From an optimization exercise on the open Yosys and OpenROAD flow, aimed at small area, a short achievable clock period and few clock cycles per item; shortcuts taken in it are not production practice. Function was checked by simulation only, so behaviour that the tests miss may differ from the original. No activity file was given, so power comes from the tool's default toggle rates.

### flow/standard.sh
#!/bin/bash
# synth_recipe.tcl (not shown) runs the flow's synth.tcl, then flattens the netlist and writes it again
# the make line also repeats each setting of config.mk as NAME=value (left out here)
make -C /OpenROAD-flow-scripts/flow DESIGN_CONFIG=/design/flow/config.mk WORK_HOME=/design/flow/orfs CLKGATE_MAP_FILE= SYNTH_SCRIPT=/design/flow/synth_recipe.tcl "${@:-finish}"
### flow/flow/run.sh
#!/bin/bash
# The standard ORFS layout (the standard.sh), with four changes:
#  - repair_timing aims for 7.55 ns of setup margin at the design's 11 ns clock, so the
#    optimiser keeps working on paths the 11 ns constraint alone leaves untouched;
#  - the port buffers are sky130_fd_sc_hd__buf_1 instead of the default delay buffer;
#  - the clock tree is built from sky130_fd_sc_hd__clkbuf_8;
#  - the core is sized for 50% utilisation instead of 40%.
# The SDC, clock period, power grid and synthesis are unchanged.
set -euo pipefail
bash standard.sh SETUP_SLACK_MARGIN=7.55 "BUFFER_PORTS_ARGS=-buffer_cell sky130_fd_sc_hd__buf_1" CTS_BUF_LIST=sky130_fd_sc_hd__clkbuf_8 CORE_UTILIZATION=50 finish > flow_make.log 2>&1
### flow/constraint.sdc
create_clock -name core_clock -period 11.0 [get_ports {clk}]
set_input_delay 2.2000 -clock core_clock [delete_from_list [all_inputs] [get_ports {clk}]]
set_output_delay 2.2000 -clock core_clock [all_outputs]
set_load 0.01 [all_outputs]
### flow/config.mk
export PLATFORM = sky130hd
export DESIGN_NAME = sparse_zero_page_run_builder
export DESIGN_NICKNAME = sparse_zero_page_run_builder
export VERILOG_FILES = /design/flow/design.v
export SDC_FILE = /design/flow/constraint.sdc
export NUM_CORES = 4
export LEC_CHECK = 0
export CAP_MARGIN = 20
export CORE_MARGIN = 2
export CORE_UTILIZATION = 40
export SLEW_MARGIN = 20
### flow/design.v
package szp_pkg;
  localparam int BATCH_PAGES_DEF    = 64;
  localparam int MAX_PAGE_WORDS_DEF = 4096;
  localparam int DATA_W        = 64;
  localparam int PAGE_WORDS_W  = 13;
  localparam int LIMIT_W       = 40;
  localparam int RUN_WORDS_W   = 19;
  localparam int CFG_DATA_W    = 40;
  localparam int CFG_INDEX_W   = 1;
  localparam logic [PAGE_WORDS_W-1:0] PAGE_WORDS_RST = 13'd512;
  localparam logic [LIMIT_W-1:0]      LIMIT_RST      = '1;
  function automatic logic [LIMIT_W-1:0] inc_f(input logic [LIMIT_W-1:0] a, input logic cin);
    logic [LIMIT_W-1:0] s;
    logic               cb, c;
    cb = cin;
    for (int j = 0; j < LIMIT_W; j = j + 4) begin
      c = cb;
      for (int i = j; i < j + 4; i++) begin
        s[i] = a[i] ^ c;
        c    = c & a[i];
      end
      cb = cb & (&a[j +: 4]);
    end
    inc_f = s;
  endfunction
  function automatic logic lt_t(input logic [LIMIT_W-1:0] a, input logic [LIMIT_W-1:0] b);
    logic [63:0] l, e;
    l = '0;
    e = '1;
    for (int i = 0; i < LIMIT_W; i++) begin
      l[i] = !a[i] && b[i];
      e[i] = !(a[i] ^ b[i]);
    end
    for (int s = 1; s < 64; s = s * 2) begin
      for (int i = 0; i < 64; i = i + 2 * s) begin
        l[i] = l[i+s] | (e[i+s] & l[i]);
        e[i] = e[i+s] & e[i];
      end
    end
    lt_t = l[0];
  endfunction
endpackage
module szp_core #(
  parameter int BATCH_PAGES    = szp_pkg::BATCH_PAGES_DEF,
  parameter int MAX_PAGE_WORDS = szp_pkg::MAX_PAGE_WORDS_DEF
) (
  input  logic                            clk,
  input  logic                            rst,
  input  logic                            w_valid,
  output logic                            w_take,
  input  logic                            w_nz,
  input  logic                            w_last,
  input  logic                            cfg_write,
  input  logic [szp_pkg::CFG_INDEX_W-1:0] cfg_index,
  input  logic [szp_pkg::CFG_DATA_W-1:0]  cfg_data,
  output logic                            runs_valid,
  input  logic                            runs_ready,
  output logic                            runs_run_kind,
  output logic [szp_pkg::RUN_WORDS_W-1:0] runs_run_words,
  output logic                            runs_run_final,
  output logic [szp_pkg::LIMIT_W-1:0]     runs_total_words
);
  localparam int PW    = szp_pkg::PAGE_WORDS_W;
  localparam int LW    = szp_pkg::LIMIT_W;
  localparam int RW    = szp_pkg::RUN_WORDS_W;
  localparam int WIP_W = $clog2(MAX_PAGE_WORDS) + 1;
  localparam int PIB_W = $clog2(BATCH_PAGES);
  logic [WIP_W-2:0] pszm1;
  logic             psz_hi;       
  logic             pdirty;
  logic [LW-1:0]    lm1;          
  logic [3:0]       dstep;        
  logic             dbor;         
  logic             dirty;        
  logic [LW-1:0]    acc;
  logic             take;         
  logic             fresh;        
  logic             limit_hit;
  logic [WIP_W-1:0] wip;
  logic             has_data;
  logic             carry;        
  logic [PIB_W-1:0] pib;
  logic             run_open;
  logic             ork;
  logic [RW-1:0]    orw;
  logic             o_valid, o_final, second;
  logic             s_final;      
  logic [WIP_W-2:0] cfg_pszm1;
  logic             go, restart;
  logic             lim_next, closing, page_full, page_done, kind, emit1, emit2, keep;
  logic             batch_end, open_e, ork_e;
  logic [LW-1:0]    acc_inc;
  logic [RW-1:0]    orw_e, sum_keep;
  logic [WIP_W-1:0] wip_e, wip1;
  always_comb begin
    if ({psz_hi, pszm1} == '0)
      cfg_pszm1 = '0;
    else if ({psz_hi, pszm1} > PW'(MAX_PAGE_WORDS))
      cfg_pszm1 = (WIP_W-1)'(MAX_PAGE_WORDS - 1);
    else
      cfg_pszm1 = (WIP_W-1)'(PW'({psz_hi, pszm1}) - PW'(1));
  end
  always_ff @(posedge clk) begin
    if (rst) begin
      pszm1  <= (WIP_W-1)'(szp_pkg::PAGE_WORDS_RST - 1);
      psz_hi <= 1'b0;
      pdirty <= 1'b0;
      lm1    <= szp_pkg::LIMIT_RST - LW'(1);
      dstep  <= 4'd0;
      dirty  <= 1'b0;
    end else begin
      pdirty <= cfg_write && !cfg_index;
      if (cfg_write && !cfg_index) {psz_hi, pszm1} <= cfg_data[PW-1:0];
      else if (pdirty)             {psz_hi, pszm1} <= {1'b0, cfg_pszm1};
      dirty  <= (dstep == 4'd1) && !(cfg_write && cfg_index);
      if (cfg_write && cfg_index) begin
        lm1   <= cfg_data[LW-1:0];
        dstep <= 4'(LW / 4);
        dbor  <= 1'b1;
      end else if (dstep != 4'd0) begin
        lm1   <= {lm1[3:0] - 4'(dbor), lm1[LW-1:4]};
        dbor  <= dbor && (lm1[3:0] == 4'd0);
        dstep <= dstep - 4'd1;
      end
    end
  end
  assign runs_valid       = o_valid;
  assign runs_run_kind    = ork;
  assign runs_run_words   = orw;
  assign runs_run_final   = o_final;
  assign runs_total_words = acc;
  assign go     = w_valid && !fresh && (dstep == 4'd0) && !dirty && !pdirty && !second && (!o_valid || runs_ready);
  assign w_take = go;
  always_comb begin
    open_e    = run_open || carry;
    ork_e     = carry ? has_data : ork;
    orw_e     = carry ? RW'(wip) : orw;
    wip_e     = carry ? '0 : wip;
    acc_inc   = szp_pkg::inc_f(acc, 1'b1);
    lim_next  = (acc == lm1);
    closing   = !take || w_last || lim_next;
    page_full = carry ? (pszm1 == '0) : !szp_pkg::lt_t(LW'(wip), LW'(pszm1));
    page_done = take ? (page_full || w_last || lim_next) : (wip_e != '0);
    kind      = (has_data && !carry) || (take && w_nz);
    emit1     = page_done && open_e && (ork_e != kind);
    keep      = open_e && !emit1;
    wip1      = WIP_W'(szp_pkg::inc_f(LW'(wip_e), take));
    sum_keep  = (carry ? RW'(0) : orw) + RW'(wip) + RW'(take);
    batch_end = closing || (page_done && (&pib));
    emit2     = batch_end && (open_e || page_done);
    restart   = (limit_hit || closing) && w_last;
  end
  always_ff @(posedge clk) begin
    if (rst) begin
      take <= 1'b1;
    end else if (dirty) begin
      take <= !szp_pkg::lt_t(lm1, acc) && !(&lm1);
    end else if (go && restart) begin
      take <= !(&lm1);
    end
  end
  always_ff @(posedge clk) begin
    if (rst) begin
      acc       <= '0;
      fresh     <= 1'b0;
      limit_hit <= 1'b0;
      wip       <= '0;
      has_data  <= 1'b0;
      carry     <= 1'b0;
      pib       <= '0;
      run_open  <= 1'b0;
      o_valid   <= 1'b0;
      second    <= 1'b0;
    end else if (go) begin
      if (limit_hit) begin
        if (w_last) begin
          limit_hit <= 1'b0;
          acc       <= '0;
        end
        o_valid <= 1'b0;
      end else begin
        if (restart && !(emit1 || emit2)) acc <= '0;
        else if (take)                    acc <= acc_inc;
        fresh     <= restart && (emit1 || emit2);
        limit_hit <= closing && !w_last;
        o_valid   <= emit1 || emit2;
        second    <= emit1 && emit2;
        pib       <= batch_end ? '0 : PIB_W'(szp_pkg::inc_f(LW'(pib), page_done));
        if (emit1) begin
          wip      <= wip1;
          has_data <= kind;
          carry    <= 1'b1;
          run_open <= 1'b0;
        end else begin
          wip      <= page_done ? '0 : wip1;
          has_data <= !page_done && kind;
          carry    <= 1'b0;
          run_open <= (open_e || page_done) && !batch_end;
        end
      end
    end else if (o_valid && runs_ready) begin
      if (second) begin
        second   <= 1'b0;
        wip      <= '0;
        has_data <= 1'b0;
        carry    <= 1'b0;
      end else begin
        o_valid <= 1'b0;
        if (fresh) begin
          fresh <= 1'b0;
          acc   <= '0;
        end
      end
    end
  end
  always_ff @(posedge clk) begin
    if (go && !limit_hit) begin
      o_final <= closing && !(emit1 && emit2);
      s_final <= closing;
      if (page_done && !emit1) begin
        orw <= open_e ? sum_keep : RW'(wip1);
        ork <= kind;
      end else begin
        orw <= orw_e;
        ork <= ork_e;
      end
    end else if (o_valid && runs_ready && second) begin
      orw     <= RW'(wip);
      ork     <= has_data;
      o_final <= s_final;
    end
  end
endmodule
module szp_run_fifo (
  input  logic clk,
  input  logic rst,
  input  logic in_valid,
  output logic in_ready,
  input  logic in_nz,
  input  logic in_last,
  output logic out_valid,
  input  logic out_take,
  output logic out_nz,
  output logic out_last
);
  logic s1_valid, s1_nz, s1_last;
  logic in_fire;
  assign in_ready = !s1_valid;
  assign in_fire  = in_valid && !s1_valid;
  always_ff @(posedge clk) begin
    if (rst) begin
      out_valid <= 1'b0;
      s1_valid  <= 1'b0;
    end else if (!out_valid || out_take) begin
      out_valid <= s1_valid || in_fire;
      s1_valid  <= 1'b0;
    end else if (in_fire) begin
      s1_valid  <= 1'b1;
    end
  end
  always_ff @(posedge clk) begin
    if (!out_valid || out_take) begin
      out_nz   <= s1_valid ? s1_nz   : in_nz;
      out_last <= s1_valid ? s1_last : in_last;
    end
  end
  always_ff @(posedge clk) begin
    if (!s1_valid) begin
      s1_nz   <= in_nz;
      s1_last <= in_last;
    end
  end
endmodule
module sparse_zero_page_run_builder #(
  parameter int BATCH_PAGES    = szp_pkg::BATCH_PAGES_DEF,
  parameter int MAX_PAGE_WORDS = szp_pkg::MAX_PAGE_WORDS_DEF
) (
  input  logic                            clk,
  input  logic                            rst,
  input  logic                            items_valid,
  output logic                            items_ready,
  input  logic [szp_pkg::DATA_W-1:0]      items_data_word,
  input  logic                            items_last_word,
  output logic                            runs_valid,
  input  logic                            runs_ready,
  output logic                            runs_run_kind,
  output logic [szp_pkg::RUN_WORDS_W-1:0] runs_run_words,
  output logic                            runs_run_final,
  output logic [szp_pkg::LIMIT_W-1:0]     runs_total_words,
  input  logic                            cfg_write,
  input  logic [szp_pkg::CFG_INDEX_W-1:0] cfg_index,
  input  logic [szp_pkg::CFG_DATA_W-1:0]  cfg_data
);
  logic w_valid, w_take, w_nz, w_last;
  szp_run_fifo u_fifo (
    .clk       (clk),
    .rst       (rst),
    .in_valid  (items_valid),
    .in_ready  (items_ready),
    .in_nz     (items_data_word != '0),
    .in_last   (items_last_word),
    .out_valid (w_valid),
    .out_take  (w_take),
    .out_nz    (w_nz),
    .out_last  (w_last)
  );
  szp_core #(
    .BATCH_PAGES    (BATCH_PAGES),
    .MAX_PAGE_WORDS (MAX_PAGE_WORDS)
  ) u_core (
    .clk              (clk),
    .rst              (rst),
    .w_valid          (w_valid),
    .w_take           (w_take),
    .w_nz             (w_nz),
    .w_last           (w_last),
    .cfg_write        (cfg_write),
    .cfg_index        (cfg_index),
    .cfg_data         (cfg_data),
    .runs_valid       (runs_valid),
    .runs_ready       (runs_ready),
    .runs_run_kind    (runs_run_kind),
    .runs_run_words   (runs_run_words),
    .runs_run_final   (runs_run_final),
    .runs_total_words (runs_total_words)
  );
endmodule
==> run summary, run 1 <==
core area=a little under 20000 µm²; top-area cell type share of the netlist area=0.2647; Root Buffer=clkbuf_8; Clock Skew=around 0.02 ns; run status=no timing/DRC/antenna violations; area grow syn2layout=15.13%; Pwr per Cell Area=130.4 nW/µm²; CTS buffer count=17; Seq cells post-synth=155; Clock power frac=0.323; # fillers=between 1500 and 2000; unrepaired setup endpoints after global routing=false; routed len/inst=between 15 and 20 µm; final instance area=around 11000 µm²; vias in the first global route=8271; Int Pwr=0.9839 mW; most common cell after layout, fill and taps aside=buf_1; top cells by area, synth=dfxtp_1 (26%), ha_1 (14%), edfxtp_1 (7.6%); Final GP Congestion=~0.85; Bufs and invs on worst path=2; R2R Setup Slk=7.78 ns; max incr delay on CP=0.28 ns; pin count of the biggest net entering global routing=94; # IOs=174; Post-Syn Area per Cell=8.439 µm²; sw frac=0.3334; post-synthesis cell area=9832 µm²; Final Hold Fails=0; Final Max Tran Viols=0; clock tree buffer depth=2; Routed Antenna Nets=0; crit-path max FO=40; total vias in the final route=~9000; Net count, final=1539; Critical Path End Type=register; most frequent cells in the layout=buf_1 (171), dfxtp_1 (130), ha_1 (109); worst r2r src=u_core.carry; Die Footprint=between 20000 and 25000 µm²; Design Power=1.476 mW; combinational fraction of design power=0.230; Port Buffer Count=173; # rows=51; gr ovfl total=0; initial antenna violation count=0; Sinks on Clock Net=155; clock slew seen by the registers of the worst setup and hold paths=0.10 ns; GRT Total Usage=0.2557; Setup crit end=u_core.acc[0]; worst r2r dst=u_core.orw[18]; Yosys cell types=67; vias per inst=5.617; leading area contributor after synthesis=dfxtp_1; nature of the critical path startpoint=input port; Least-Margin Pin Slew=0.8123 ns; Post-synth EDFFs=25; sequential area share after synthesis=0.3411; die width=144.2 µm; Detailed Place HPWL=around 20000 µm; first-pass GRT wire length=42150 µm; maxcap violations=0; Worst VDD drop=0.09821 mV; share of post-route cells with drive strength above 1=0.06617; crit path kind=input port to register; Synth async-reset ratio=0; Routed WL=26750 µm; leak pwr=~4.8 nW; final setup violation count=0; Worst-Skew Late Latency=0.47 ns; H-Tree Depth=4; Tcrit/Tclk final=0.3096; Psw=approximately 0.49 mW; Pre-antenna DRT Iters=5; Area after DPL=10690 µm²; WP data required=about 11 ns; final worst slack=7.595 ns; top_reg_cell synth=dfxtp_1; pre-CTS setup slack=6.324 ns; reg2reg path depth=11; Critical-path top delay cell=mux2_2; synthesized net count=1387; fmax=293.7 MHz; DR DRC count=0; Slew headroom=0.4584; Initial Util=0.5068; TritonCTS clock tree=built; n_diodes=0; Seq pwr share=0.446; Final TNS setup=0 ns; Tmin final=3.405 ns; DIE HEIGHT=144.2 µm; yosys warns=2; Cells after Synth=1165; hold crit path type=register to register; CP top delay family=compound AO/OA/AOI/OAI gates; Starting DRT DRC Count=481; worst-path cell chain=buf_2 -> nand2b_1 -> and4_4 -> o21ai_0 -> a21oi_1 -> o22ai_2 -> buf_12 -> mux2_2; crit path launch=runs_ready; WP depth=8; Critical Path AT=3.76 ns
[per-layer routing]
metal  wire length [µm]  global-route usage  part of all wire  vias to the layer above
li1                   -                   -                 -                     4580
met1              11910              0.3226              0.45                     4163
met2              13400              0.4509              0.50                      182
met3               1024             0.04735             0.038                       34
met4                413             0.06643             0.015                        0
met5                  0                   0                 0                        -
[power by group through the flow]
stage / logic, mW / registers (mW) / clock network (mW)
global placement: 0.318 / 0.671 / 0
global route: 0.386 / 0.664 / 0.508
detailed placement: 0.322 / 0.672 / 0
finish: 0.340 / 0.659 / 0.477
floorplan: 0.245 / 0.661 / 0
CTS: 0.337 / 0.658 / 0.487
[worst min path at each step]
stage,depth (start not counted),slack (ns),start,end
final,2,0.48,u_core.pib[2],u_core.pib[2]
after global routing,2,0.51,u_core.pib[5],u_core.pib[5]
after CTS,2,0.49,u_core.pib[2],u_core.pib[2]
after detailed placement,2,0.47,u_core.pib[2],u_core.pib[2]
after global placement,2,0.47,u_core.pib[2],u_core.pib[2]
after floorplan,1,0.45,u_fifo.s1_last,u_fifo.s1_last
[timing repair]
action | 4_1_cts | 5_1_grt
pin swaps | 3 | 3
hold endpoints to repair | 0 | 0
hold buffers | 0 | 0
cloned | 1 | 1
endpoints found under the setup margin | 97 | 33
resized for setup | 16 | 7
buffers inserted | 5 | 2
[synthesized netlist by cell type (4+ instances only)]
master,number
a2111o_1,5
a211o_1,5
a211oi_1,18
a21o_1,9
a21oi_1,64
a22o_1,29
a311oi_1,4
a31oi_1,10
a32oi_1,12
and3_1,4
and4_1,4
buf_2,5
clkbuf_1,51
dfxtp_1,130
edfxtp_1,25
ha_1,109
inv_1,66
mux2i_1,8
nand2_1,98
nand2b_1,41
nand3_1,24
nand4_1,32
nand4b_1,4
nor2_1,103
nor2b_1,21
nor3_1,26
nor3b_1,8
nor4_1,23
o211ai_1,41
o21a_1,7
o21ai_0,95
o21ai_1,4
o31ai_1,4
or2_2,4
xnor2_1,16
xor2_1,6
[metrics by stage]
stage,instances,hold slack [ns],util
4_1_cts,1592,0.4863,0.5793
2_1_floorplan,1165,0.4460,-
3_5_place_dp,1554,0.4715,0.5508
3_3_place_gp,1554,0.4686,0.5508
5_1_grt,1595,0.5094,0.5835
6_report,1595,0.4804,0.5835
[worst reg2reg max path, delay by kind of cell (launching register included)]
| family | cells | cell delay, ns |
|---|---|---|
| xor+xnor | 1 | 0.18 |
| fa+ha+maj | 2 | 0.94 |
| simple gates | 3 | 0.26 |
| compound gates | 4 | 1.07 |
| flops | 1 | 0.35 |
| buf+inv | 1 | 0.20 |
[state kept, by name (all words and copies together), names as in the netlist, 4 cells and up]
name and count:
u_core.dstep 4, u_core.lm1 40, u_core.orw 19, u_core.acc 40, u_core.pib 6, u_core.wip 13
u_core.pszm1 12
[cell families (layout without fill, tap and decap cells)]
group | count (synthesis) | count (layout) | synth area share
adders and majority gates | 111 | 111 | 0.1428
DFF | 155 | 155 | 0.3411
muxes | 10 | 10 | 0.01044
buffers and inverters | 127 | 291 | 0.05027
AOI/OAI and AO/OA | 331 | 332 | 0.2258
and+or+nand+nor | 409 | 409 | 0.2101
xor gates and xnor gates | 22 | 22 | 0.01960
[area by class of cell]
cell class	count	area (µm²)	area share
clock buffer	17	234.0	0.02067
clock inverter	15	198.9	0.01757
inverter	67	255.2	0.02255
multi-input combinational	884	6073	0.5365
sequential	155	3353	0.2962
tap	265	331.6	0.02929
timing repair buffer	192	873.3	0.07715
Testbench counts, summed over its fixed seeds: cycles 49,140, items 48,000.
==> run 2, diff against run 1 <==
==> flow/flow/run.sh (replaced) <==
#!/bin/bash
# The standard ORFS layout (the standard.sh), with five changes:
#  - repair_timing aims for 7.6 ns of setup margin at the design's 11 ns clock, so the
#    optimiser keeps working on paths the 11 ns constraint alone leaves untouched;
#  - the port buffers are sky130_fd_sc_hd__buf_1 instead of the default delay buffer;
#  - the clock tree is built from sky130_fd_sc_hd__clkbuf_8;
#  - the core is sized for 50% utilisation instead of 40%;
#  - placement puts no padding around cells.
# The SDC, clock period, power grid and synthesis are unchanged.
set -euo pipefail
bash standard.sh SETUP_SLACK_MARGIN=7.6 "BUFFER_PORTS_ARGS=-buffer_cell sky130_fd_sc_hd__buf_1" CTS_BUF_LIST=sky130_fd_sc_hd__clkbuf_8 CORE_UTILIZATION=50 CELL_PAD_IN_SITES_GLOBAL_PLACEMENT=0 CELL_PAD_IN_SITES_DETAIL_PLACEMENT=0 finish > flow_make.log 2>&1
==> run summary, run 2 <==
run status=no timing/DRC/antenna violations; Pre-antenna DRT Iters=4 (-1); Synth async-reset ratio=0 (unchanged); initial antenna violation count=0 (unchanged); Clock Skew=0.01505 ns (-0.004822 ns); crit-path max FO=7 (-83%); post-synthesis cell area=9832 µm² (unchanged); Cells after Synth=1165 (unchanged); Post-synth EDFFs=25 (unchanged); n_diodes=0 (unchanged); TritonCTS clock tree=built; hold_buf cts=0 (unchanged); WP data required=11.33 ns (-0.02 ns); routed len/inst=16.61 µm (-0.94%); Detailed Place HPWL=19420 µm (-0.82%); Net count, final=1540 (+0.065%); Sinks on Clock Net=155 (unchanged); yosys warns=2 (unchanged); top_reg_cell synth=dfxtp_1; GRT Total Usage=0.2539 (-0.001850); core area=19400 µm² (unchanged); Tcrit/Tclk final=0.3055 (-0.004046); Final Max Tran Viols=0 (unchanged); Final TNS setup=0 ns (unchanged); DP Cell Count=1552 (-0.13%); Routed WL=26510 µm (-0.88%); Routed Antenna Nets=0 (unchanged); Worst VDD drop=0.08137 mV (-17%); Starting DRT DRC Count=404 (-16%); worst r2r dst=u_core.orw[18]; largest registers=u_core.acc: 40 flops, u_core.lm1: 40 flops, u_core.orw: 19 flops; first-pass GRT wire length=41620 µm (-1.2%); unrepaired setup endpoints after global routing=true; total vias in the final route=8975 (+0.18%); max incr delay on CP=0.43 ns (+0.15 ns); worst-path cell chain=buf_8 -> nand2b_4 -> nand4_1 -> nand2b_4 -> nor3_4 -> o21ai_4 -> or3_4 -> nor2_1; die width=144.2 µm (unchanged); commonest cells in the netlist=dfxtp_1 (130), ha_1 (109), nor2_1 (103); Setup crit end=u_core.orw[14]; area grow syn2layout=14.78%; final worst slack=7.639 ns (+0.04451 ns); Pwr per Cell Area=125.9 nW/µm² (-3.4%); share of post-route cells with drive strength above 1=0.07137 (+0.005209); clock tree buffer depth=2 (unchanged); vias per inst=5.623 (+0.12%); pre-CTS setup slack=6.307 ns (-0.01620 ns); crit path kind=input port to register; Least-Margin Pin Slew=0.8316 ns (+0.01927 ns); maxcap violations=0 (unchanged); Hold Worst Slack=0.4752 ns (-0.005235 ns); Hold Path Depth=2 (unchanged); Die Footprint=20800 µm² (unchanged); cell with the most instances after synthesis=dfxtp_1; Critical-path top delay cell=or3_4; Tmin final=3.361 ns (-0.04451 ns); CTS buffer count=17 (unchanged); vias in the first global route=8201 (-0.85%); leak pwr=4.768 nW (-0.14%); Bufs and invs on worst path=1 (-1); Area after DPL=10670 µm² (-0.14%); Seq cells post-synth=155 (unchanged); H-Tree Depth=4 (unchanged); Final GP Congestion=0.8628 (+1.9%); synthesized net count=1387 (unchanged); Port Buffer Count=173 (unchanged); Root Buffer=clkbuf_8; Yosys cell types=67 (unchanged); final core utilization=0.5817 (-0.001806); leading area contributor after synthesis=dfxtp_1; top-area cell type share of the netlist area=0.2647 (unchanged); # IOs=174 (unchanged); reg2reg path depth=12 (+1); DR DRC count=0 (unchanged); # rows=51 (unchanged); Cell Count, Final, Fillers Out=1596 (+0.063%); Initial Util=0.5068 (unchanged); sequential area share after synthesis=0.3411 (unchanged); nature of the critical path startpoint=input port; fmax=297.6 MHz (+1.3%); DIE HEIGHT=144.2 µm (unchanged); Slew headroom=0.4455 (-0.01285); CP top delay family=simple AND/OR/NAND/NOR gates; pin count of the biggest net entering global routing=94 (unchanged); hold crit path type=register to register; worst r2r src=u_core.carry; gr ovfl total=0 (unchanged); Critical Path End Type=register; top cells by area, synth=dfxtp_1 (26%), ha_1 (14%), edfxtp_1 (7.6%); Post-Syn Area per Cell=8.439 µm² (unchanged); R2R Setup Slk=7.73 ns (-0.05 ns); crit path launch=runs_ready; most frequent cells in the layout=buf_1 (171), dfxtp_1 (128), ha_1 (109); WP depth=8 (unchanged); Final Hold Fails=0 (unchanged); final instance area=11280 µm² (-0.31%); most common cell after layout, fill and taps aside=buf_1; clock slew seen by the registers of the worst setup and hold paths=0.09 ns (about the same); final setup violation count=0 (unchanged); Critical Path AT=3.69 ns (-0.07 ns); CP dominant cell by count=nand2b_4; Design Power=1.421 mW (-3.7%); Worst-Skew Late Latency=0.46 ns (about the same)
-- run 2: kinds of logic (layout without fill, tap and decap cells) --
family,count (synthesis),in the layout,share of synthesized area
AOI/OAI and AO/OA,331,332,0.2258
xor gates and xnor gates,22,22,0.01960
adders and majority gates,111,111,0.1428
buffers and inverters,127,292,0.05027
DFF,155,155,0.3411
muxes,10,10,0.01044
and+or+nand+nor,409,409,0.2101
-- run 2: worst min path at each step --
stage | start | to | slack (ns)
after floorplan | u_fifo.s1_last | u_fifo.s1_last | 0.45
after global placement | u_core.pib[4] | u_core.pib[4] | 0.47
after detailed placement | u_core.pib[4] | u_core.pib[4] | 0.47
after CTS | u_core.pib[4] | u_core.pib[4] | 0.48
after global routing | u_fifo.s1_last | u_fifo.s1_last | 0.52
final | u_core.pib[4] | u_core.pib[4] | 0.48
-- run 2: timing repair --
action / in CTS / in global routing
endpoints found under the setup margin: 99 / 77
pin swaps: 4 / 7
hold endpoints to repair: 0 / 0
setup buffers: 6 / 5
cloned: 1 / 0
resized for setup: 20 / 15
-- run 2: power by group --
part	total, mW	switching [mW]	internal [mW]
Clock	0.422	0.239	0.183
Combinational	0.340	0.207	0.133
Sequential	0.659	0.0405	0.618
Total	1.42	0.486	0.935
-- run 2: cell type report --
type,instances,area [µm²]
clock buffer,17,234.0
fill,1908,8114
inverter,67,255.2
sequential,155,3358
timing repair buffer,193,882.1
clock inverter,15,137.6
tap,265,331.6
multi-input combinational,884,6086
-- run 2: worst reg2reg max path, cell delays in order (launching register included) --
cell and delay, ns:
dfxtp_4 0.45, buf_12 0.21, nor2b_1 0.09, fa_1 0.48, fa_1 0.47, a21o_1 0.24
a31oi_2 0.26, o311ai_1 0.18, a31oi_1 0.19, buf_4 0.16, nor2_1 0.05, xnor2_1 0.19
nor2_2 0.06
-- run 2: per-layer routing --
metal / track usage / part of all wire / vias up
met3: 0.04305 / 0.044 / 46
met5: 0 / 0 / -
met4: 0.09300 / 0.027 / 0
li1: - / - / 4586
met2: 0.4439 / 0.49 / 216
met1: 0.3149 / 0.43 / 4127
==> run 3, diff against run 2 <==
--- a/flow/design.v
+++ b/flow/design.v
@@ -102,22 +102,26 @@
   end
   always_ff @(posedge clk) begin
     if (rst) begin
-      pszm1  <= (WIP_W-1)'(szp_pkg::PAGE_WORDS_RST - 1);
+      pszm1 <= (WIP_W-1)'(szp_pkg::PAGE_WORDS_RST - 1);
+      lm1   <= szp_pkg::LIMIT_RST - LW'(1);
       psz_hi <= 1'b0;
       pdirty <= 1'b0;
-      lm1    <= szp_pkg::LIMIT_RST - LW'(1);
       dstep  <= 4'd0;
       dirty  <= 1'b0;
-    end else begin
-      pdirty <= cfg_write && !cfg_index;
-      if (cfg_write && !cfg_index) {psz_hi, pszm1} <= cfg_data[PW-1:0];
-      else if (pdirty)             {psz_hi, pszm1} <= {1'b0, cfg_pszm1};
-      dirty  <= (dstep == 4'd1) && !(cfg_write && cfg_index);
-      if (cfg_write && cfg_index) begin
+    end else if (cfg_write) begin
+      pdirty <= !cfg_index;
+      if (cfg_index == 1'b0) begin
+        {psz_hi, pszm1} <= cfg_data[PW-1:0];
+      end else begin
         lm1   <= cfg_data[LW-1:0];
         dstep <= 4'(LW / 4);
         dbor  <= 1'b1;
-      end else if (dstep != 4'd0) begin
+      end
+    end else begin
+      pdirty <= 1'b0;
+      dirty  <= (dstep == 4'd1);
+      if (pdirty) {psz_hi, pszm1} <= {1'b0, cfg_pszm1};
+      if (dstep != 4'd0) begin
         lm1   <= {lm1[3:0] - 4'(dbor), lm1[LW-1:4]};
         dbor  <= dbor && (lm1[3:0] == 4'd0);
         dstep <= dstep - 4'd1;
@@ -145,7 +149,7 @@
     emit1     = page_done && open_e && (ork_e != kind);
     keep      = open_e && !emit1;
     wip1      = WIP_W'(szp_pkg::inc_f(LW'(wip_e), take));
-    sum_keep  = (carry ? RW'(0) : orw) + RW'(wip) + RW'(take);
+    sum_keep  = orw_e + RW'(wip_e) + RW'(take);
     batch_end = closing || (page_done && (&pib));
     emit2     = batch_end && (open_e || page_done);
     restart   = (limit_hit || closing) && w_last;
@@ -217,8 +221,11 @@
     if (go && !limit_hit) begin
       o_final <= closing && !(emit1 && emit2);
       s_final <= closing;
-      if (page_done && !emit1) begin
-        orw <= open_e ? sum_keep : RW'(wip1);
+      if (emit1) begin
+        orw <= orw_e;
+        ork <= ork_e;
+      end else if (page_done) begin
+        orw <= keep ? sum_keep : RW'(wip1);
         ork <= kind;
       end else begin
         orw <= orw_e;
==> flow/flow/run.sh (replaced) <==
#!/bin/bash
# The standard ORFS layout (the standard.sh), with four changes:
#  - repair_timing aims for 7.5 ns of setup margin at the design's 11 ns clock, so the
#    optimiser keeps working on paths the 11 ns constraint alone leaves untouched;
#  - the port buffers are sky130_fd_sc_hd__buf_1 instead of the default delay buffer;
#  - the clock tree is built from sky130_fd_sc_hd__clkbuf_8;
#  - the core is sized for 65% utilisation instead of 40%.
# The SDC, clock period, power grid and synthesis are unchanged.
set -euo pipefail
bash standard.sh SETUP_SLACK_MARGIN=7.5 "BUFFER_PORTS_ARGS=-buffer_cell sky130_fd_sc_hd__buf_1" CTS_BUF_LIST=sky130_fd_sc_hd__clkbuf_8 CORE_UTILIZATION=65 finish > flow_make.log 2>&1
==> run summary, run 3 <==
Starting DRT DRC Count=1117 (+180%); # IOs=174 (unchanged); Root Buffer=clkbuf_8; R2R Setup Slk=7.63 ns (-0.10 ns); Cell Count, Final, Fillers Out=1521 (-4.7%); Tcrit/Tclk final=0.3205 (+0.01498); Cells after Synth=1141 (-2.1%); Clock power frac=0.315 (+0.018); Critical-path top delay cell=a21oi_4; Pwr per Cell Area=128.4 nW/µm² (+1.9%); hold_buf cts=0 (unchanged); DIE HEIGHT=128.2 µm (-11%); Sinks on Clock Net=155 (unchanged); Final Max Tran Viols=0 (unchanged); Worst-Skew Late Latency=0.47 ns (about the same); Yosys cell types=71 (+6.0%); unrepaired setup endpoints after global routing=true; TritonCTS clock tree=built; Final TNS setup=0 ns (unchanged); Routed WL=29520 µm (+11%); GRT Total Usage=0.3554 (+0.1015); Clock Skew=0.009388 ns (-0.005667 ns); commonest cells in the netlist=dfxtp_1 (130), ha_1 (111), inv_1 (88); CP dominant cell by count=buf_4; Port Buffer Count=173 (unchanged); top_reg_cell synth=dfxtp_1; Hold EP=u_core.pib[5]; Worst VDD drop=0.07486 mV (-8.0%); Slew headroom=0.5239 (+0.07841); initial antenna violation count=0 (unchanged); Detailed Place HPWL=20700 µm (+6.6%); vias in the first global route=8932 (+8.9%); hold_sp=u_core.pib[5]; first-pass GRT wire length=45760 µm (+9.9%); gr ovfl total=0 (unchanged); leading area contributor after synthesis=dfxtp_1; Critical Path End Type=register; DR DRC count=0 (unchanged); crit path kind=input port to register; run status=no timing/DRC/antenna violations; hold crit path type=register to register; Net count, final=1544 (+0.26%); DP Cell Count=1457 (-6.1%); routed len/inst=19.41 µm (+17%); share of post-route cells with drive strength above 1=0.1013 (+0.02990); # rows=45 (-12%); most frequent cells in the layout=buf_1 (170), dfxtp_1 (128), ha_1 (111); combinational fraction of design power=0.249 (+0.010); cell with the most instances after synthesis=dfxtp_1; Int Pwr=1.008 mW (+7.8%); largest registers=u_core.acc: 40 flops, u_core.lm1: 40 flops, u_core.orw: 19 flops; Hold Path Depth=2 (unchanged); WP data required=11.35 ns (+0.02 ns); Final Hold Fails=0 (unchanged); area grow syn2layout=16.87%; reg2reg path depth=10 (-2); Final GP Congestion=0.9235 (+7.0%); most common cell after layout, fill and taps aside=buf_1; top-area cell type share of the netlist area=0.2597 (-0.005023); die width=128.2 µm (-11%); Psw=0.4958 mW (+1.9%); total vias in the final route=9683 (+7.9%); n_diodes=0 (unchanged); Post-synth EDFFs=25 (unchanged); vias per inst=6.366 (+13%); Seq pwr share=0.436 (-0.028); Initial Util=0.6617 (+0.1549); fmax=283.6 MHz (-4.7%); maxcap violations=0 (unchanged); clock tree buffer depth=2 (unchanged); pin count of the biggest net entering global routing=74 (-21%); Critical Path AT=3.88 ns (+0.19 ns); post-synthesis cell area=10020 µm² (+1.9%); yosys warns=2 (unchanged); Tmin final=3.526 ns (+0.1648 ns); nature of the critical path startpoint=input port; Synth async-reset ratio=0 (unchanged); sequential area share after synthesis=0.3346 (-0.006472); Routed Antenna Nets=0 (unchanged); core area=15150 µm² (-22%); worst-path cell chain=buf_12 -> inv_8 -> a21oi_2 -> nand4_1 -> buf_4 -> a21o_1 -> a21oi_4 -> buf_4 -> buf_4 -> nor3b_1 -> a21oi_1 -> o211ai_1; sw frac=0.3298 (-0.01249); max incr delay on CP=0.29 ns (-0.14 ns); Least-Margin Pin Slew=0.7093 ns (-0.1223 ns); leak pwr=5.135 nW (+7.7%); final setup violation count=0 (unchanged); Seq cells post-synth=155 (unchanged); H-Tree Depth=4 (unchanged); clock slew seen by the registers of the worst setup and hold paths=0.09 ns (about the same); CTS buffer count=17 (unchanged); worst r2r src=u_core.acc[35]; synthesized net count=1365 (-1.6%); top cells by area, synth=dfxtp_1 (26%), ha_1 (14%), edfxtp_1 (7.5%); Post-Syn Area per Cell=8.784 µm² (+4.1%); worst r2r dst=u_core.acc[0]; Pre-antenna DRT Iters=8 (+4); Die Footprint=16430 µm² (-21%); crit-path max FO=4 (-3)
==> run 3: power by group through the flow <==
stage / Sequential [mW] / Clock [mW] / Combinational (mW)
after floorplan: 0.659 / 0 / 0.236
after global placement: 0.665 / 0 / 0.313
after detailed placement: 0.666 / 0 / 0.319
after CTS: 0.654 / 0.478 / 0.346
after global routing: 0.659 / 0.498 / 0.409
final: 0.656 / 0.474 / 0.374
==> run 3: cells by family after synthesis <==
kind of cell,Yosys count,share of synthesized area
AO/OA/AOI/OAI,335,0.2300
XOR/XNOR,27,0.02360
flip-flops,155,0.3346
AND/OR/NAND/NOR,316,0.1583
adder cells (fa/ha/maj),115,0.1446
buffers and inverters,142,0.05618
multiplexers,51,0.05281
==> run 3: what timing repair did <==
item,in CTS,in global routing
endpoints found under the hold margin,0,0
setup endpoints to repair,153,139
gates cloned,5,1
resized for setup,21,26
pin swaps,6,12
buffers inserted,16,10
==> run 3: worst max path at each step <==
stage | slack [ns] | from | endpoint | cells after the start
final | 7.47 | runs_ready | u_core.acc[11] | 12
after global routing | 7.43 | runs_ready | u_core.acc[11] | 12
after global placement | 6.20 | runs_ready | u_core.orw[15] | 8
after detailed placement | 6.07 | runs_ready | u_core.orw[15] | 8
after floorplan | 7.20 | runs_ready | u_core.o_final | 9
after CTS | 7.47 | rst | u_core.dstep[2] | 4
==> run 3: area by class of cell <==
| type | instances | area, µm² |
|---|---|---|
| clock inverters | 15 | 198.9 |
| well taps | 188 | 235.2 |
| multi-input cells | 846 | 6290 |
| inverters | 89 | 362.8 |
| flip-flops and latches | 155 | 3356 |
| clock buffers | 17 | 234.0 |
| fillers | 1141 | 3433 |
| repair buffers | 208 | 1015 |
| repair inverters | 3 | 21.27 |
==> run 3: metal layers <==
layer	global-route usage	share of wire	vias to the layer above
li1	-	-	4635
met1	0.4495	0.41	4565
met2	0.5986	0.48	401
met3	0.07053	0.075	82
met4	0.1396	0.035	0
met5	0	0	-
==> run 3: metrics by stage <==
step	instance area (µm²)	utilization	worst slack [ns]	total power, mW	hold WS (ns)
final	11710	0.7733	7.474	1.504	0.4783
after detailed placement	10800	0.7128	6.072	0.9850	0.4661
after floorplan	10100	-	7.201	0.8952	0.4395
after global routing	11710	0.7733	7.427	1.567	0.5034
after CTS	11510	0.7603	7.474	1.478	0.4788
after global placement	10800	0.7128	6.199	0.9785	0.4600
==> run 3: critical path, delay by kind of cell <==
kind | cells | cell delay (ns)
buf+inv | 5 | 0.61
compound gates | 5 | 0.84
simple gates | 2 | 0.21
Testbench counts of run 3, summed over its fixed seeds: cycles 49,140, items 48,000.
==> run 4, diff against run 3 <==
==> flow/flow/run.sh (replaced) <==
#!/bin/bash
# The standard ORFS layout (the standard.sh), with four changes:
#  - repair_timing aims for 7.5 ns of setup margin at the design's 11 ns clock, so the
#    optimiser keeps working on paths the 11 ns constraint alone leaves untouched;
#  - the port buffers are sky130_fd_sc_hd__buf_1 instead of the default delay buffer;
#  - the clock tree is built from sky130_fd_sc_hd__clkbuf_8;
#  - the core is sized for 75% utilisation instead of 40%.
# The SDC, clock period, power grid and synthesis are unchanged.
set -euo pipefail
bash standard.sh SETUP_SLACK_MARGIN=7.5 "BUFFER_PORTS_ARGS=-buffer_cell sky130_fd_sc_hd__buf_1" CTS_BUF_LIST=sky130_fd_sc_hd__clkbuf_8 CORE_UTILIZATION=75 finish > flow_make.log 2>&1
==> run summary, run 4 <==
run status=no timing/DRC/antenna violations; synthesized net count=1365 (unchanged); top_reg_cell synth=dfxtp_1; Tcrit/Tclk final=0.3238 (+0.003271); pin count of the biggest net entering global routing=74 (unchanged); Routed Antenna Nets=0 (unchanged); Worst VDD drop=0.1029 mV (+38%); top cells by area, synth=dfxtp_1 (26%), ha_1 (14%), edfxtp_1 (7.5%); initial antenna violation count=0 (unchanged); Final GP Congestion=0.9473 (+2.6%); n_diodes=0 (unchanged); pre-CTS setup slack=6.192 ns (+0.1192 ns); unrepaired setup endpoints after global routing=true; TritonCTS clock tree=built; commonest cells in the netlist=dfxtp_1 (130), ha_1 (111), inv_1 (88); Critical-path top delay cell=a311oi_4; first-pass GRT wire length=48670 µm (+6.4%); Post-Syn Area per Cell=8.784 µm² (unchanged); Die Footprint=14300 µm² (-13%); hold crit path type=register to register; Net count, final=1541 (-0.19%); cell with the most instances after synthesis=dfxtp_1; Port Buffer Count=173 (unchanged); Worst-Skew Late Latency=0.48 ns (about the same); Yosys cell types=71 (unchanged); Sinks on Clock Net=155 (unchanged); clock tree buffer depth=2 (unchanged); total vias in the final route=10520 (+8.6%); # fillers=679 (-40%); Starting DRT DRC Count=1434 (+28%); Final Hold Fails=0 (unchanged); Pwr per Cell Area=129.8 nW/µm² (+1.1%); core area=13140 µm² (-13%); vias per inst=6.985 (+9.7%); Tmin final=3.562 ns (+0.03598 ns); DR DRC count=0 (unchanged); final worst slack=7.438 ns (-0.03598 ns); most frequent cells in the layout=buf_1 (170), dfxtp_1 (128), ha_1 (111); gr ovfl total=0 (unchanged); DIE HEIGHT=119.6 µm (-6.7%); # IOs=174 (unchanged); sequential area share after synthesis=0.3346 (unchanged); top-area cell type share of the netlist area=0.2597 (unchanged); Pre-antenna DRT Iters=9 (+1); worst-path cell chain=inv_1 -> ha_1 -> nand4_1 -> nor4_2 -> a31oi_1 -> a21boi_4 -> nand2_1 -> a311oi_4 -> o32ai_4 -> buf_12 -> a22o_1; Post-synth EDFFs=25 (unchanged); routed len/inst=21.53 µm (+11%); Cells after Synth=1141 (unchanged); maxcap violations=0 (unchanged); Critical Path End Type=register; yosys warns=2 (unchanged); Clock Skew=0.01163 ns (+0.002241 ns); DP Cell Count=1445 (-0.82%); WP data required=11.36 ns (about the same); largest registers=u_core.acc: 40 flops, u_core.lm1: 40 flops, u_core.orw: 19 flops; Slew headroom=0.5875 (+0.06353); Design Power=1.516 mW (+0.83%); Cell Count, Final, Fillers Out=1506 (-0.99%); Final TNS setup=0 ns (unchanged); fmax=280.8 MHz (-1.0%); nature of the critical path startpoint=register; share of post-route cells with drive strength above 1=0.09925 (-0.002027); post-synthesis cell area=10020 µm² (unchanged); Routed WL=32430 µm (+9.9%); Synth async-reset ratio=0 (unchanged); Final Max Tran Viols=0 (unchanged); final setup violation count=0 (unchanged); hold_buf cts=0 (unchanged); Bufs and invs on worst path=2 (-3); CTS buffer count=17 (unchanged); leak pwr=5.131 nW (about the same); leading area contributor after synthesis=dfxtp_1; CP top delay family=compound AO/OA/AOI/OAI gates; Critical Path AT=3.92 ns (+0.04 ns); Seq cells post-synth=155 (unchanged); Hold Worst Slack=0.4798 ns (+0.001467 ns); clock slew seen by the registers of the worst setup and hold paths=0.09 ns (about the same); Detailed Place HPWL=21050 µm (+1.7%); Root Buffer=clkbuf_8; most common cell after layout, fill and taps aside=buf_1; Least-Margin Pin Slew=0.6131 ns (-0.09619 ns); GRT Total Usage=0.4289 (+0.07348); H-Tree Depth=4 (unchanged); crit-path max FO=8 (+4); Initial Util=0.7629 (+0.1011); max incr delay on CP=0.52 ns (+0.23 ns); crit path kind=register to register; vias in the first global route=9824 (+10%); # rows=42 (-6.7%); die width=119.6 µm (-6.7%); area grow syn2layout=16.50%
-- run 4: cell counts after synthesis --
No cell type changed its count.
-- run 4: cell families after synthesis --
| kind of cell | synth area share |
|---|---|
| flops | 0.3346 |
| buf+inv | 0.05618 |
| mux | 0.05281 |
| fa+ha+maj | 0.1446 |
| compound gates | 0.2300 |
| simple gates | 0.1583 |
| xor+xnor | 0.02360 |
-- run 4: area by class of cell --
| cell class | instances | area, µm² | area share |
|---|---|---|---|
| multi-input cells | 846 | 6290 | 0.5387 |
| flip-flops and latches | 155 | 3358 | 0.2876 |
| repair buffers | 205 | 993.5 | 0.08508 |
| inverters | 89 | 362.8 | 0.03108 |
| clock buffers | 19 | 261.5 | 0.02240 |
| well taps | 176 | 220.2 | 0.01886 |
| clock inverters | 13 | 168.9 | 0.01447 |
| repair inverters | 3 | 21.27 | 0.001822 |
-- run 4: path summary, 6_finish.rpt --
| kind | startpoint | end | slack, ns | cells after the start |
|---|---|---|---|---|
| worst min register to register | u_core.pib[0] | u_core.pib[0] | 0.48 | 2 |
| worst max register to register | u_core.lm1[39] | u_core.acc[36] | 7.44 | 11 |
| worst min-delay path | u_core.pib[0] | u_core.pib[0] | 0.48 | 2 |
| worst max-delay path | u_core.lm1[39] | u_core.acc[36] | 7.44 | 11 |
-- run 4: power by group --
part | switching, mW | internal, mW | leakage (nW)
sequential | 0.0395 | 0.617 | 1.29
combinational | 0.243 | 0.147 | 3.63
clock | 0.232 | 0.238 | 0.210
total | 0.514 | 1.00 | 5.13
-- run 4: worst min-delay path: stages (launching register included) --
cell     delay (ns)
dfxtp_1        0.33
nand2_1        0.06
a21oi_1        0.05
-- run 4: routing by layer --
metal  global-route usage  wire, µm  vias up
li1                     -         -     4648
met1               0.4822     11400     4865
met2               0.7261     15370      791
met3              0.08603      3012      216
met4               0.3044      2647        0
met5                    0         0        -
-- run 4: what timing repair did --
item,CTS,global route
endpoints found under the setup margin,154,132
resized for setup,20,25
pin swaps,5,20
setup buffers,14,9
gates cloned,4,2
-- run 4: per-stage QoR --
step	cell area [µm²]	utilization
finish	11680	0.8888
global route	11680	0.8888
CTS	11470	0.8729
global placement	10780	0.8206
floorplan	10100	-
detailed placement	10780	0.8206

port drivers added, routing unchanged:
Ports are ideal in the flow. The routed layouts listed here were re-timed in OpenROAD.
Step 1: set_driving_cell puts a clkbuf_16 on clk and a buf_2 on each other input, an assumption about the parent block.
Step 2 times the ports against the registers' clock, not the clock port: input delays grow and output delays shrink by t, the midpoint of the rising clock arrivals with the driver on.
a / b / c = no drivers / after step 1 / after step 2; a / b = the first two.
run	t (ns)	setup slack, ns	hold WS [ns]	worst register clock-pin slew, ns
run 1	0.496	7.595 / 7.575 / 7.078	0.480 / 0.480 / 0.480	0.10 / 0.10
run 2	0.492	7.639 / 7.602 / 7.109	0.475 / 0.475 / 0.475	0.10 / 0.10
run 3	0.510	7.474 / 7.450 / 6.940	0.478 / 0.478 / 0.478	0.09 / 0.09
run 4	0.512	7.438 / 7.425 / 6.913	0.480 / 0.480 / 0.480	0.09 / 0.09
After both steps setup and hold are still met in every run listed. The setup slack of run 3, which loses most, moves by -0.024 ns with the drivers and by -0.534 ns with both steps.
